This design comes from an exercise in tuning for small area and few clock cycles per item on the open sky130 flow, not from production work.
Function was checked by simulation only, so behaviour that the tests miss may differ from the original.

the previous run:
==> flow/design.v (excerpt) <==
module ransac_inlier_scorer (
    input  logic         clock,
    input  logic         reset_n,
    input  logic         start_valid,
    output logic         start_ready,
    input  logic [127:0] plane,
    input  logic [31:0]  threshold,
    input  logic [31:0]  point_count,
    input  logic         point_valid,
    output logic         point_ready,
    input  logic [95:0]  point,
    output logic         done_valid,
    input  logic         done_ready,
    output logic [31:0]  inlier_count,
    output logic         busy
);
Size in the first run: roughly 6,800 cells after synthesis, about 300 flip-flops, ~330 I/O pins, ~66,000 sq um of cells after synthesis.
==> module ransac_inlier_scorer, before the edit <==
module ransac_inlier_scorer (
    input  logic         clock,
    input  logic         reset_n,
    input  logic         start_valid,
    output logic         start_ready,
    input  logic [127:0] plane,
    input  logic [31:0]  threshold,
    input  logic [31:0]  point_count,
    input  logic         point_valid,
    output logic         point_ready,
    input  logic [95:0]  point,
    output logic         done_valid,
    input  logic         done_ready,
    output logic [31:0]  inlier_count,
    output logic         busy
);
    logic [31:0] a_r, b_r, c_r, d_r, thr_r;
    logic [31:0] rem_r;         
    logic        first_r;       
    logic        up_r;          
    logic        active_r;      
    logic        zero_r;        
    logic        done_r;        
    logic        s1_valid_r;    
    logic [31:0] row0_r, row1_r;
    logic        s1_last_r, s1_first_r;
    logic [31:0] count_r;       
    logic        start_fire, point_fire, last_pt, zero_go, hit, inc, restart;
    logic [31:0] row0_s, row1_s, s;
    logic [32:0] t;
    assign start_ready = up_r & ~active_r & ~done_r & ~zero_r;
    assign point_ready = active_r & (~done_r | done_ready);
    assign done_valid  = done_r;
    assign inlier_count = count_r;
    assign busy        = ~start_ready | s1_valid_r;
    assign start_fire = start_valid & start_ready;
    assign point_fire = point_valid & point_ready;
    assign last_pt    = (rem_r == 32'd1);
    assign zero_go    = zero_r & ~done_r & ~s1_valid_r;
    fast_point_distance_to_plane u_distance (
        .a    (a_r),
        .b    (b_r),
        .c    (c_r),
        .d    (d_r),
        .x    (point[95:64]),
        .y    (point[63:32]),
        .z    (point[31:0]),
        .row0 (row0_s),
        .row1 (row1_s)
    );
    assign s   = row0_r + row1_r;
    assign t   = {thr_r[31], thr_r} + ({s[31], s} ^ {33{~s[31]}}) + {32'd0, ~s[31]};
    assign hit = ~t[32] | (s == 32'h8000_0000);
    assign inc = s1_valid_r & hit;
    assign restart = (s1_valid_r & s1_first_r) | zero_go;
    always_ff @(posedge clock) begin
        if (start_fire) begin
            a_r   <= plane[127:96];
            b_r   <= plane[95:64];
            c_r   <= plane[63:32];
            d_r   <= plane[31:0];
            thr_r <= threshold;
        end
        rem_r   <= start_fire ? point_count : rem_r - {31'd0, point_fire};
        first_r <= start_fire | (first_r & ~point_fire);
        row0_r     <= row0_s;
        row1_r     <= row1_s;
        s1_last_r  <= last_pt;
        s1_first_r <= first_r;
        count_r    <= (restart ? 32'd0 : count_r) + {31'd0, inc};
    end
    always_ff @(posedge clock or negedge reset_n) begin
        if (!reset_n) begin
            up_r       <= 1'b0;
            active_r   <= 1'b0;
            zero_r     <= 1'b0;
            done_r     <= 1'b0;
            s1_valid_r <= 1'b0;
        end else begin
            up_r       <= 1'b1;
            s1_valid_r <= point_fire;
            if (start_fire) begin
                active_r <= (point_count != 32'd0);
                zero_r   <= (point_count == 32'd0);
            end else begin
                if (point_fire && last_pt) active_r <= 1'b0;
                if (zero_go) zero_r <= 1'b0;
            end
            if ((s1_valid_r && s1_last_r) || zero_go) done_r <= 1'b1;
            else if (done_ready) done_r <= 1'b0;
        end
    end
endmodule
Settings: LEC_CHECK=0, ABC_AREA=1, CAP_MARGIN=20, CORE_MARGIN=2, CORE_UTILIZATION=55, SLEW_MARGIN=20; clock period 10.0 ns.
standard.sh (not shown) runs the stock make flow with config.mk's settings and CLKGATE_MAP_FILE= SYNTH_SCRIPT=/design/flow/synth_recipe.tcl, a recipe that flattens the netlist after the stock synthesis.
==> flow/flow/run.sh <==
#!/bin/bash
set -o pipefail
export BUFFER_PORTS_ARGS="-buffer_cell sky130_fd_sc_hd__buf_1"
bash standard.sh 2>&1 | tee standard.log
Testbench counts of the previous run, summed over its fixed seeds: cycles 24,725, points 24,517.
Relative to the previous run, the following input files were edited for the current run:
diff --git a/flow/design.v b/flow/design.v
--- a/flow/design.v
+++ b/flow/design.v
@@ -4320,16 +4320,17 @@
     logic        s1_last_r, s1_first_r;
     logic [31:0] count_r;       
-    logic        start_fire, point_fire, last_pt, zero_go, hit, inc, restart;
-    logic [31:0] row0_s, row1_s, s;
+    logic        start_fire, point_fire, last_pt, zero_go, hit, inc, restart, fin;
+    logic [31:0] row0_s, row1_s, s, count_s;
     logic [32:0] t;
-    assign start_ready = up_r & ~active_r & ~done_r & ~zero_r;
-    assign point_ready = active_r & (~done_r | done_ready);
-    assign done_valid  = done_r;
-    assign inlier_count = count_r;
-    assign busy        = ~start_ready | s1_valid_r;
+    assign fin          = s1_valid_r & s1_last_r;
+    assign done_valid   = done_r | fin;
+    assign inlier_count = done_r ? count_r : count_s;
+    assign start_ready  = up_r & ~active_r & ~zero_r & (~done_valid | done_ready);
+    assign point_ready  = active_r;
+    assign busy         = ~up_r | active_r | zero_r | s1_valid_r | done_r;
     assign start_fire = start_valid & start_ready;
     assign point_fire = point_valid & point_ready;
     assign last_pt    = (rem_r == 32'd1);
-    assign zero_go    = zero_r & ~done_r & ~s1_valid_r;
+    assign zero_go    = zero_r & ~done_r;
     fast_point_distance_to_plane u_distance (
         .a    (a_r),
@@ -4348,4 +4349,5 @@
     assign inc = s1_valid_r & hit;
     assign restart = (s1_valid_r & s1_first_r) | zero_go;
+    assign count_s = (restart ? 32'd0 : count_r) + {31'd0, inc};
     always_ff @(posedge clock) begin
         if (start_fire) begin
@@ -4362,5 +4364,5 @@
         s1_last_r  <= last_pt;
         s1_first_r <= first_r;
-        count_r    <= (restart ? 32'd0 : count_r) + {31'd0, inc};
+        count_r    <= count_s;
     end
     always_ff @(posedge clock or negedge reset_n) begin
@@ -4381,6 +4383,6 @@
                 if (zero_go) zero_r <= 1'b0;
             end
-            if ((s1_valid_r && s1_last_r) || zero_go) done_r <= 1'b1;
-            else if (done_ready) done_r <= 1'b0;
+            if (zero_go) done_r <= 1'b1;
+            else         done_r <= (done_r | fin) & ~done_ready;
         end
     end
Notes after the runs:
Number of global-route vias before repair (lower): the previous run
Delta (the current run minus the previous run): count of clock-buffer cells in the layout picked up an extra 1; wire length on met1 lost about 4.6%; post-route standard cell area excluding fillers picked up an extra about 0.9%; clock buffer count from CTS picked up an extra about 2.7%; number of vias per cell after detailed routing lost 0.057.
Number of diodes added for antenna fixing in the current run is 3 lower than in the previous run
The current run: core utilization is 0.31 points higher than what the previous run reported.
Summary of the comparison: filler-free cell count of the finished design is higher in the current run, relative to the previous run.
The category of the critical setup timing path comes out register to output pin in one run and primary input to register in the other, namely in the current run and the previous run respectively.
The current run against the previous run: transition time at the pin with the least slew margin now larger.
Testbench counts of the current run, summed over its fixed seeds: cycles 24,717, points 24,517.

## what the ideal ports hide
Ports are ideal in the flow. The routed layouts listed here were re-timed in OpenROAD. Step 1, drivers: a clkbuf_16 drives clock and a buf_2 each remaining input, both assumed. Step 2 moves the port delays by t, midway between the first and last clock arrival at a register: inputs arrive t later, outputs are due t later. That takes back most of the time a late clock gives input paths. Slacks: no drivers / after step 1 / after step 2; pairs: no drivers / after step 1.
| run | t, ns | setup WS [ns] | worst hold slack (ns) | worst setup path at the end | pins driven straight from the clock port |
|---|---|---|---|---|---|
| the previous run | 0.702 | 1.850 / 1.890 / 1.211 | 0.348 / 0.348 / 0.348 | input to register | 1 |
| the current run | 0.712 | 1.216 / 1.131 / 1.264 | 0.351 / 0.351 / 0.351 | input to register | 1 |
After both steps every run listed still meets setup and hold. The setup slack of the previous run, which loses most, moves by +0.040 ns with the drivers and by -0.639 ns with both steps.
